Background: an optimization exercise with open tools, aiming at small area and a short achievable clock period. Do not read the settings as production practice. Where RTL was checked, it was by simulation tests only, not by an equivalence proof against the original. Power and IR drop assume default switching activity.

## run A
// apb_regbank_slave
module apb_regbank_slave
#(
    parameter int unsigned       NUM_REGS     = 32,
    parameter logic [apb_pkg::DATA_W-1:0] ID_VALUE     = apb_pkg::ID_VALUE_DEFAULT,
    parameter int unsigned       WAIT_DEFAULT = 0
) (
    input  logic                  apb_clk,
    input  logic                  sys_reset,
    input  logic                  apb_selx,
    input  logic                  apb_en,
    input  logic                  apb_write,
    input  logic [apb_pkg::ADDR_W-1:0]     apb_addr,
    input  logic [apb_pkg::DATA_W-1:0]     apb_wdata,
    output logic [apb_pkg::DATA_W-1:0]     apb_rdata,
    output logic                  apb_ready,
    output logic                  apb_slverr,
    output logic [apb_pkg::PROT_CNT_W-1:0] prot_err_cnt
);
Settings: LEC_CHECK=0, CAP_MARGIN=20, CORE_MARGIN=2, CORE_UTILIZATION=55, CTS_BUF_LIST=sky130_fd_sc_hd__clkbuf_16, CTS_CLUSTER_DIAMETER=90, CTS_CLUSTER_SIZE=28, SETUP_SLACK_MARGIN=2.95, SLEW_MARGIN=50, SYNTH_HIERARCHICAL=1; clock period 5.5 ns.
standard.sh (not shown) runs the stock make flow with config.mk's settings and CLKGATE_MAP_FILE= SYNTH_SCRIPT=/design/flow/synth_recipe.tcl, a recipe that flattens the netlist after the stock synthesis.
==> flow/flow/run.sh <==
#!/bin/bash
# The standard layout, with plain buffers (not delay cells) on the ports.
set -euo pipefail
export BUFFER_PORTS_ARGS="-buffer_cell sky130_fd_sc_hd__buf_2"
bash standard.sh > standard.log 2>&1
The following lists how run B was set up differently from run A:
diff --git a/flow/config.mk b/flow/config.mk
--- a/flow/config.mk
+++ b/flow/config.mk
@@ -10,7 +10,7 @@
 export CORE_UTILIZATION = 55
-export CTS_BUF_LIST = sky130_fd_sc_hd__clkbuf_16
-export CTS_CLUSTER_DIAMETER = 90
-export CTS_CLUSTER_SIZE = 28
-export SETUP_SLACK_MARGIN = 2.95
-export SLEW_MARGIN = 50
+export CTS_BUF_LIST = sky130_fd_sc_hd__clkbuf_8
+export CTS_CLUSTER_DIAMETER = 60
+export CTS_CLUSTER_SIZE = 16
+export SETUP_SLACK_MARGIN = 2.8
+export SLEW_MARGIN = 20
 export SYNTH_HIERARCHICAL = 1
Results
According to the power report, total power for run B is higher than for run A.
Comparing share of the final layout cell area in sequential cells for run B and run A, the smaller number came from run A.
The higher maximum resistive drop on vdd of run B and run A is in run A.
[run B vs run A] register share of total power: lower in run B
Compared with run A, in run B via count was more or less identical; number of non-filler instances in the completed layout now sits lower; global routing usage summed across all routing layers roughly the same; total internal power essentially unchanged.
On number of cells after detailed placement, run B and run A are neck and neck.
Run B vs run A — shortest clock period the worst path allows after layout rose 0.073 ns.
[inputs] run C vs run B
diff --git a/flow/config.mk b/flow/config.mk
--- a/flow/config.mk
+++ b/flow/config.mk
@@ -14,3 +14,3 @@
 export SETUP_SLACK_MARGIN = 2.8
-export SLEW_MARGIN = 20
+export SLEW_MARGIN = 50
 export SYNTH_HIERARCHICAL = 1
## What came out
Run C completed; timing, DRC and antenna clean. From run B to run C the numbers moved as follows: first-pass GRT wire length saw little to no change, total of plain and repair buffers excluding clock buffers saw an increase, fraction of power spent switching nets saw a decrease, total power saw an increase. Run C vs. run B: critical path depth now sits higher, wire length now sits at about the same level.
Relative to run C, the following input files were edited for run D:
diff --git a/flow/config.mk b/flow/config.mk
--- a/flow/config.mk
+++ b/flow/config.mk
@@ -9,3 +9,3 @@
 export CORE_MARGIN = 2
-export CORE_UTILIZATION = 55
+export CORE_UTILIZATION = 60
 export CTS_BUF_LIST = sky130_fd_sc_hd__clkbuf_8
==> comparison <==
Compare run C and run D | worst supply voltage drop on vdd lower: run D. Die height shrinks by a few percent when moving from run C to run D. When run D is set beside run C, its total number of cells along the worst setup path turns out to be 2 larger. Run D against run C; number of cells after detailed placement is down by a few percent. On number of antenna violations at the first check in global routing: between run C and run D, it ends up lower for run D. The run showing the smaller register fraction of the total cell area is run D. Diff run C and run D: number of standard-cell rows in the floorplan lower in run D. Against run C, run D reports a worst hold slack after final layout that is lower. Summary of the comparison: met1 demand-to-capacity share in global routing is higher in run D, relative to run C. NOTE: relative area change from synthesis to final layout in run D exceeds that of run C. Re placement-stage cell area: run C and run D aren't equal, and the higher value belongs to run C.

== v6 ==
Another version of the RTL of apb_regbank_slave (not shown whole).
For scale: ~3000 cells after synthesis, ~1100 flip-flops, ~87 I/O pins, ~39000 um^2 of cells after synthesis.
clock: 5.5 ns
lec_check: 0
cap_margin: 20
core_margin: 2
core_utilization: 55
cts_buf_list: sky130_fd_sc_hd__clkbuf_16
cts_cluster_diameter: 90
cts_cluster_size: 28
setup_slack_margin: 3.0
slew_margin: 20
synth_hierarchical: 1
Scripts as last shown in full above: flow/flow/run.sh
Input-level comparison between v7 and v6:
- changing SLEW_MARGIN from 20 to 50
- changing SETUP_SLACK_MARGIN from 3.0 to 2.8
--- outcome ---
Per the comparison of v7 with v6, global routing usage summed across all routing layers went down 1.1 points; sequential fraction of total cell area went up 0.86 points; HPWL after detailed placement went up 4.5%.
No run of this note included a check of the RTL's function; only the layout flow was run.

separate check: timing with driven ports:
In the flow no input, the clock included, has a driving cell. The finished layouts below were timed again as built, in two steps.
Step 1 (the two cells are an assumption about what drives the block):
set clk [get_ports {apb_clk}]
set_driving_cell -lib_cell sky130_fd_sc_hd__clkbuf_16 $clk
set_driving_cell -lib_cell sky130_fd_sc_hd__buf_2 [delete_from_list [all_inputs] $clk]
Step 2 moves the port delays by t, midway between the first and last clock arrival at a register: inputs arrive t later, outputs are due t later. That takes back most of the time a late clock gives input paths.
Three values: ideal, step 1, step 2; two values: the first two.
run	t (ns)	slack for setup (ns)	worst hold slack (ns)	clock arrival spread, ns
run A	0.700	2.655 / 2.669 / 1.969	0.494 / 0.494 / 0.494	0.030 / 0.030
run B	0.796	2.582 / 2.619 / 1.823	0.439 / 0.400 / 0.493	0.036 / 0.036
run C	0.789	2.725 / 2.762 / 1.973	0.449 / 0.410 / 0.491	0.034 / 0.034
run D	0.778	2.704 / 2.729 / 1.951	0.364 / 0.339 / 0.492	0.032 / 0.032
v6	0.706	2.506 / 2.511 / 1.805	0.493 / 0.493 / 0.493	0.037 / 0.038
v7	0.703	2.656 / 2.698 / 1.995	0.494 / 0.448 / 0.494	0.043 / 0.043
After both steps setup and hold are still met in every run listed. The setup slack of run B, which loses most, moves by +0.037 ns with the drivers and by -0.759 ns with both steps.
